From an optimization exercise on the open Yosys and OpenROAD flow, aimed at small area, a short achievable clock period and few clock cycles; shortcuts taken in it are not production practice. RTL that was checked went through simulation tests only; none was proved equivalent to the original. Power and IR drop assume default switching activity.

## cab_bridge_top
module cab_bridge_top (
  input  logic        clk,
  input  logic        rst_n,
  input  logic [31:0] maddr,
  input  logic [63:0] mwdata,
  input  logic [1:0]  mwr,
  input  logic [1:0]  mreq,
  output logic [1:0]  mrdy,
  output logic [1:0]  mdn,
  output logic [63:0] mrdata,
  input  logic [1:0]  srdy,
  input  logic [1:0]  sack,
  input  logic [31:0] sackdata,
  output logic [1:0]  sreq,
  output logic [31:0] sreqdata
);
Settings: LEC_CHECK=0, CAP_MARGIN=20, CORE_MARGIN=2, CORE_UTILIZATION=75, SETUP_SLACK_MARGIN=3.6, SLEW_MARGIN=20; clock period 7.0 ns.
standard.sh (not shown) runs the stock make flow with config.mk's settings and CLKGATE_MAP_FILE= SYNTH_SCRIPT=/design/flow/synth_recipe.tcl, a recipe that flattens the netlist after the stock synthesis.
==> flow/flow/run.sh <==
#!/bin/bash
# standard layout, with plain buffers on the ports instead of the delay cells
# buffer_ports picks, and a clock tree without dummy loads
set -euo pipefail
bash standard.sh "BUFFER_PORTS_ARGS=-buffer_cell sky130_fd_sc_hd__buf_1" \
  "CTS_ARGS=-sink_clustering_enable -repair_clock_nets -dont_use_dummy_load -sink_clustering_size 30 -buf_list sky130_fd_sc_hd__clkbuf_8 -root_buf sky130_fd_sc_hd__clkbuf_16" \
  finish > standard.log 2>&1
The starting point finished clean.
Testbench counts at the start, summed over its fixed seeds: cycles 37,465.
Then changed:
==> flow/flow/run.sh (replaced) <==
#!/bin/bash
# standard layout, with plain buffers on the ports instead of the delay cells
# buffer_ports picks, and a clock tree without dummy loads
set -euo pipefail
bash standard.sh "BUFFER_PORTS_ARGS=-buffer_cell sky130_fd_sc_hd__buf_1" \
  "CTS_ARGS=-sink_clustering_enable -repair_clock_nets -dont_use_dummy_load -sink_clustering_size 30 -buf_list {sky130_fd_sc_hd__clkbuf_4 sky130_fd_sc_hd__clkbuf_8} -root_buf sky130_fd_sc_hd__clkbuf_16" \
  finish > standard.log 2>&1
SETUP_SLACK_MARGIN = 3.7   (was 3.6)
Result:
- sequential share of layout area shrinks by 0.59 points
- die area is unchanged
- setup slack gains 0.037 ns
- synthesized area is unchanged
- wire length rose by a few percent
- power grows slightly
- flip-flop and latch count stays the same
Then changed:
==> flow/flow/run.sh (replaced) <==
#!/bin/bash
# standard layout, with plain buffers on the ports instead of the delay cells
# buffer_ports picks, and a clock tree without dummy loads
set -euo pipefail
bash standard.sh "BUFFER_PORTS_ARGS=-buffer_cell sky130_fd_sc_hd__buf_1" \
  "CTS_ARGS=-sink_clustering_enable -repair_clock_nets -dont_use_dummy_load -sink_clustering_size 30 -buf_list sky130_fd_sc_hd__clkbuf_8 -root_buf sky130_fd_sc_hd__clkbuf_16" \
  finish > standard.log 2>&1
Routed wire length does not change.
Via count stays the same.
Sequential share of layout area stays the same.
Combinational power stays flat.

* * *

## run C
Another version of the RTL of cab_bridge_top (not shown whole).
Size: roughly 610 cells after synthesis, ~170 flip-flops, about 240 I/O pins.
Settings: LEC_CHECK=0, CAP_MARGIN=20, CORE_MARGIN=2, CORE_UTILIZATION=75, SETUP_SLACK_MARGIN=3.8, SLEW_MARGIN=20; clock period 7.0 ns.
==> flow/flow/run.sh <==
#!/bin/bash
# standard layout, with plain buffers on the ports instead of the delay cells
# buffer_ports picks, and a clock tree without dummy loads
set -euo pipefail
bash standard.sh "BUFFER_PORTS_ARGS=-buffer_cell sky130_fd_sc_hd__buf_1" \
  "CTS_ARGS=-sink_clustering_enable -repair_clock_nets -dont_use_dummy_load -sink_clustering_size 30 -buf_list sky130_fd_sc_hd__clkbuf_8 -root_buf sky130_fd_sc_hd__clkbuf_16" \
  finish > standard.log 2>&1
Input changes introduced in run B (baseline for comparison: run C):
Settings: a change of SETUP_SLACK_MARGIN from 3.8 to 3.7.
Results
- Largest voltage drop on the vdd net was lower in run C than in run B.
- Changes observed in run B relative to run C: detailed-route vias per instance has decreased, post-route total power has decreased, arrival time at the worst endpoint has decreased.
- Sort run B and run C by routed wire length, descending, and run C comes first.
No functional check of the RTL was part of any run of this note.

* * *

## the baseline
cab_bridge_top, a different RTL version from the one above (not shown whole).
For scale: roughly 260 flip-flops, roughly 240 I/O pins, about 12000 um^2 of cells after synthesis.
// cab_bridge_top
module cab_bridge_top (
  input  logic        clk,
  input  logic        rst_n,
  input  logic [31:0] maddr,
  input  logic [63:0] mwdata,
  input  logic [1:0]  mwr,
  input  logic [1:0]  mreq,
  output logic [1:0]  mrdy,
  output logic [1:0]  mdn,
  output logic [63:0] mrdata,
  input  logic [1:0]  srdy,
  input  logic [1:0]  sack,
  input  logic [31:0] sackdata,
  output logic [1:0]  sreq,
  output logic [31:0] sreqdata
);
  cab_bridge u_bridge (.*);
endmodule
export LEC_CHECK = 0
export CAP_MARGIN = 20
export CORE_MARGIN = 2
export CORE_UTILIZATION = 65
export CTS_BUF_LIST = sky130_fd_sc_hd__clkbuf_4
export CTS_CLUSTER_SIZE = 20
export SETUP_SLACK_MARGIN = 3
export SLEW_MARGIN = 20
create_clock -name core_clock -period 7.0 [get_ports {clk}]
==> flow/flow/run.sh <==
#!/bin/bash
# standard layout, with plain buffers on the ports instead of the delay cells buffer_ports picks
set -euo pipefail
bash standard.sh "BUFFER_PORTS_ARGS=-buffer_cell sky130_fd_sc_hd__buf_2" finish > standard.log 2>&1
## Diff of input files: the candidate against the baseline
- changing CORE_UTILIZATION from 65 to 40
- removing CTS_BUF_LIST (formerly sky130_fd_sc_hd__clkbuf_4)
- removing CTS_CLUSTER_SIZE (formerly 20)
## What came out
Total power of the candidate exceeds that of the baseline slightly. Sequential fraction of design power was lower in the candidate than in the baseline. Floorplan die height of the candidate exceeds that of the baseline by more than a quarter. Area used by multi-input combinational logic in the candidate is 0.31% below the baseline. Changes observed in the candidate relative to the baseline: setup slack of the critical path after layout now larger, highest net fanout along the worst path has decreased, synthesis-to-layout area growth now sits higher. The baseline ended up with reg -> out as its critical path start-end classification; the candidate ended up with in -> out. Via total after detailed routing on the candidate is ahead of the baseline.
No functional check of the RTL was part of any run of this note.

-- re-timing with driven ports --
No port has a modelled driver above. Below, the same layouts with a new extraction and two added sets of constraints.
Step 1: set_driving_cell puts a clkbuf_16 on clk and a buf_2 on each other input, an assumption about the parent block.
Step 2 moves the port delays by t, midway between the first and last clock arrival at a register: inputs arrive t later, outputs are due t later. That takes back most of the time a late clock gives input paths.
Three values: ideal, step 1, step 2; two values: the first two.
run	shift t [ns]	setup WS [ns]	hold WS [ns]	worst setup path at the end	cell pins on the clock port's net
the first run of note 1	0.396	3.614 / 3.583 / 3.284	0.430 / 0.430 / 0.430	input to register	1
the second run of note 1	0.401	3.650 / 3.608 / 3.318	0.439 / 0.439 / 0.439	input to register	1
the third run of note 1	0.401	3.650 / 3.608 / 3.318	0.439 / 0.439 / 0.439	input to register	1
run C	0.399	3.643 / 3.593 / 3.497	0.439 / 0.439 / 0.439	input to register	1
run B	0.401	3.697 / 3.647 / 3.383	0.442 / 0.442 / 0.442	input to register	1
the baseline	0.658	3.234 / 3.201 / 2.850	0.484 / 0.484 / 0.484	input to register	1
the candidate	0.579	3.319 / 3.280 / 2.830	0.482 / 0.482 / 0.482	input to register	1
After both steps setup and hold are still met in every run listed. For the candidate, which loses most, drivers alone change the setup slack by -0.039 ns; drivers and shift together by -0.489 ns.
